Source: an optimization exercise on an open RTL-to-GDS flow (aim: small area, a short achievable clock period and few clock cycles). Production flows keep margins and buffers that such runs may drop. Where RTL was checked, it was by simulation tests only, not by an equivalence proof against the original. No driver is modelled on the clock port, so clocking that relies on it looks cheaper here than on a real chip. No activity file was given, so power comes from the tool's default toggle rates.

Design mem_unit, start of the top module:
module mem_unit (
  input  logic                   clk_in,
  input  logic                   rst_in,
  input  logic                   rdy_in,
  input  logic                   fetch_en,
  input  mem_pkg::addr_t         fetch_addr,
  output logic                   fetch_done,
  output mem_pkg::word_t         fetch_data,
  input  logic                   load_en,
  input  mem_pkg::addr_t         load_addr,
  input  mem_pkg::size_t         load_size,
  output logic                   load_done,
  output mem_pkg::word_t         load_data,
  input  logic                   store_en,
  input  mem_pkg::addr_t         store_addr,
  input  mem_pkg::size_t         store_size,
  input  mem_pkg::word_t         store_data,
  output logic                   store_done,
  input  logic                   flush_in,
  input  logic                   io_buffer_full,
  input  mem_pkg::byte_t         mem_din,
  output mem_pkg::byte_t         mem_dout,
  output mem_pkg::addr_t         mem_a,
  output logic                   mem_wr
);
  logic        f_out;       
  logic        s_val;       
  logic [15:0] sw;
  logic [2:0]  fc;
  logic        fdin;        
  logic        f_sub;       
  logic [31:0] ra;
  logic        d_busy;
  logic        d_run;       
  logic        own;         
  logic        own_w;       
  logic        d_wr;        
  logic        d_io;        
  logic [17:0] d_q;         
  logic [1:0]  d_idx;       
  logic [1:0]  d_last;      
  logic [3:0]  wb;          
  logic        ldin;        
  ...
Settings: LEC_CHECK=0, CAP_MARGIN=20, CORE_MARGIN=2, CORE_UTILIZATION=40, SETUP_SLACK_MARGIN=2.5, SLEW_MARGIN=20; clock period 5.0 ns.
standard.sh (not shown) runs the stock make flow with config.mk's settings and CLKGATE_MAP_FILE= SYNTH_SCRIPT=/design/flow/synth_recipe.tcl, a recipe that flattens the netlist after the stock synthesis.
==> flow/flow/run.sh <==
#!/bin/bash
# Standard layout, except:
# - the port buffers are plain buf_1 cells (the default pick is the slower
#   and larger clkdlybuf4s50_1); the resizer still sizes them up where
#   timing or slew needs it;
# - the clock tree is built by flow/clock_tree.tcl just before the CTS step
#   (one root buffer, one leaf buffer per cluster of flip-flops), and the
#   CTS step is then left with nothing to do. Its usual tree for this small
#   design is 17 leaf buffers of about 8 flip-flops each.
set -euo pipefail
export BUFFER_PORTS_ARGS="-buffer_cell sky130_fd_sc_hd__buf_1"
export PRE_CTS_TCL="$PWD/flow/clock_tree.tcl"
export CTS_ARGS="-clk_nets clk_in"
bash standard.sh > flow_make.log 2>&1
Other scripts of this flow, unchanged in this note and not shown: flow/flow/clock_tree.tcl
Next try:
--- a/flow/design.v
+++ b/flow/design.v
@@ -48,12 +48,13 @@
   logic        own_w;       
   logic        d_wr;        
   logic        d_io;        
   logic [17:0] d_q;         
   logic [1:0]  d_idx;       
   logic [1:0]  d_last;      
+  logic [31:0] sd;          
   logic [3:0]  wb;          
   logic        ldin;        
   logic        l_fin;       
   logic        ls1, ls2, ls4;  
   logic        d_req;
   logic [1:0]  req_size, req_last;
@@ -65,14 +66,12 @@
   logic        f_new;       
   logic        c_out;       
   logic        f_go0;       
   logic        f_done0;     
   logic [2:0]  fc0;
   logic [15:0] sw0;
-  logic [17:0] a_bus;       
-  logic [17:0] a_inc;       
   logic        n_busy, n_run, n_wr, n_io, n_fout, n_own;
   logic        f_hold;      
   logic [2:0]  fc_h;
   logic [1:0]  n_idx, n_last;
   logic [2:0]  n_fc;
   assign d_req    = load_en || store_en;
@@ -80,23 +79,21 @@
   assign req_last = req_size[1] ? 2'd3 : {1'b0, req_size[0]};
   assign req_addr = load_en ? load_addr[17:0] : store_addr[17:0];
   assign req_io   = (req_addr[17:16] == mem_pkg::IO_SELECT);
   assign d_go     = own && !(d_wr && d_io && io_buffer_full);
   assign d_end    = d_go && d_idx == d_last;
   assign c_out    = fetch_en || (f_out && !flush_in);
-  assign f_go0    = !own && !fc[2] && (c_out || s_val) && !store_en;
+  assign f_go0    = !own && !fc[2] && (c_out || s_val);
   assign l_start  = own && !d_run && !d_wr;
-  assign f_done0  = c_out && ((fc[2] && !l_start && !store_en) || (f_go0 && fc == 3'd3));
+  assign f_done0  = c_out && ((fc[2] && !l_start) || (f_go0 && fc == 3'd3));
   assign fc0      = f_done0 ? 3'd0 : fc + {2'd0, f_go0};
-  assign sw0      = f_done0 ? a_inc[17:2] : sw;
+  assign sw0      = f_done0 ? sw + 16'd1 : sw;
   assign f_new    = fetch_en && !(s_val && fetch_addr[17:2] == sw);
-  assign a_bus    = own ? d_q : {sw, fc[1:0]};
-  assign a_inc    = a_bus + 18'd1;
-  assign mem_a    = {14'd0, a_bus};
-  assign mem_dout = ({8{wb[0]}} & ra[7:0])   | ({8{wb[1]}} & ra[15:8]) |
-                    ({8{wb[2]}} & ra[23:16]) | ({8{wb[3]}} & ra[31:24]);
+  assign mem_a    = {14'd0, own ? d_q : {sw, fc[1:0]}};
+  assign mem_dout = ({8{wb[0]}} & sd[7:0])   | ({8{wb[1]}} & sd[15:8]) |
+                    ({8{wb[2]}} & sd[23:16]) | ({8{wb[3]}} & sd[31:24]);
   assign mem_wr   = rdy_in && own_w && !(d_io && io_buffer_full);
   assign fetch_data = {({8{f_sub}} & mem_din) | ra[31:24], ra[23:0]};
   assign load_data[7:0]   = ({8{ls1}} & mem_din) | ra[7:0];
   assign load_data[15:8]  = ({8{ls2}} & mem_din) | ra[15:8];
   assign load_data[23:16] = ra[23:16];
   assign load_data[31:24] = {8{ls4}} & mem_din;
@@ -116,13 +113,13 @@
       if (!d_last[1])
         ra[23:8] <= 16'd0;
     end
     if (rdy_in && f_go0 && c_out && fc == 3'd3 && !f_new)
       ra[31:24] <= 8'd0;
     if (rdy_in && store_en)
-      ra <= store_data;
+      sd <= store_data;
   end
   always_comb
   begin
     n_busy = d_busy;
     n_run  = d_run;
     n_wr   = d_wr;
@@ -159,21 +156,21 @@
           n_wr   = 1'b0;
         end
         else if (d_go)
           n_idx = d_idx + 2'd1;
       end
       n_fout = f_new || (c_out && !f_done0);
-      n_fc   = (f_new || l_start || store_en) ? 3'd0 :
+      n_fc   = (f_new || l_start) ? 3'd0 :
                (fetch_en && f_done0) ? 3'd4 : fc0;
     end
     fc_h   = fc + {2'd0, !own && !fc[2]};
     f_hold = (fetch_en || f_out) && fc_h != 3'd0 && !fc_h[2];
     if (!rdy_in)
       n_own = own || l_fin;
     else
-      n_own = n_busy && (n_run || n_wr || !f_hold);
+      n_own = n_busy && (n_run || !f_hold);
   end
   always_ff @(posedge clk_in)
   begin
     if (rst_in)
     begin
       f_out      <= 1'b0;
@@ -222,13 +219,13 @@
       end
       else
       begin
         if (d_req)
           d_q <= req_addr;
         else if (d_go && !d_end)
-          d_q <= a_inc;
+          d_q <= d_q + 18'd1;
         ldin      <= d_go && !d_wr;
         l_fin     <= d_end && !d_wr;
         ls1       <= d_end && !d_wr && d_last == 2'd0;
         ls2       <= d_end && !d_wr && d_last == 2'd1;
         ls4       <= d_end && !d_wr && d_last[1];
         load_done <= d_end && !d_wr;
What happened: The new run completed without violations. Worst setup slack improves by 0.030 ns. Synthesized area climbs by 14%. Maximum frequency went up by 1.2%. Synthesized cell count went up by 3.4%. Total power rose by 17%. Via count decreases by 3.7%.
Testbench counts after the change, summed over its fixed seeds: cycles 65,049.
The RTL of the first run of this note was laid out without a check of its function.

port drivers added, routing unchanged:
No port has a modelled driver above. Below, the same layouts with a new extraction and two added sets of constraints. Step 1: set_driving_cell puts a clkbuf_16 on clk_in and a buf_2 on each other input, an assumption about the parent block. Step 2 moves the port delays by t, midway between the first and last clock arrival at a register: inputs arrive t later, outputs are due t later. That takes back most of the time a late clock gives input paths. Slacks: ideal ports / drivers / drivers and shift; pairs: ideal ports / drivers.
run	t (ns)	slack for setup (ns)	slew at the worst register clock pin (ns)	worst data-port slew with drivers (ns)
the first run	0.406	2.507 / 2.461 / 2.193	0.12 / 0.12	0.06
the second run	0.437	2.537 / 2.514 / 2.169	0.11 / 0.11	0.05
After both steps setup and hold are still met in every run listed. The setup slack of the second run, which loses most, moves by -0.023 ns with the drivers and by -0.368 ns with both steps.
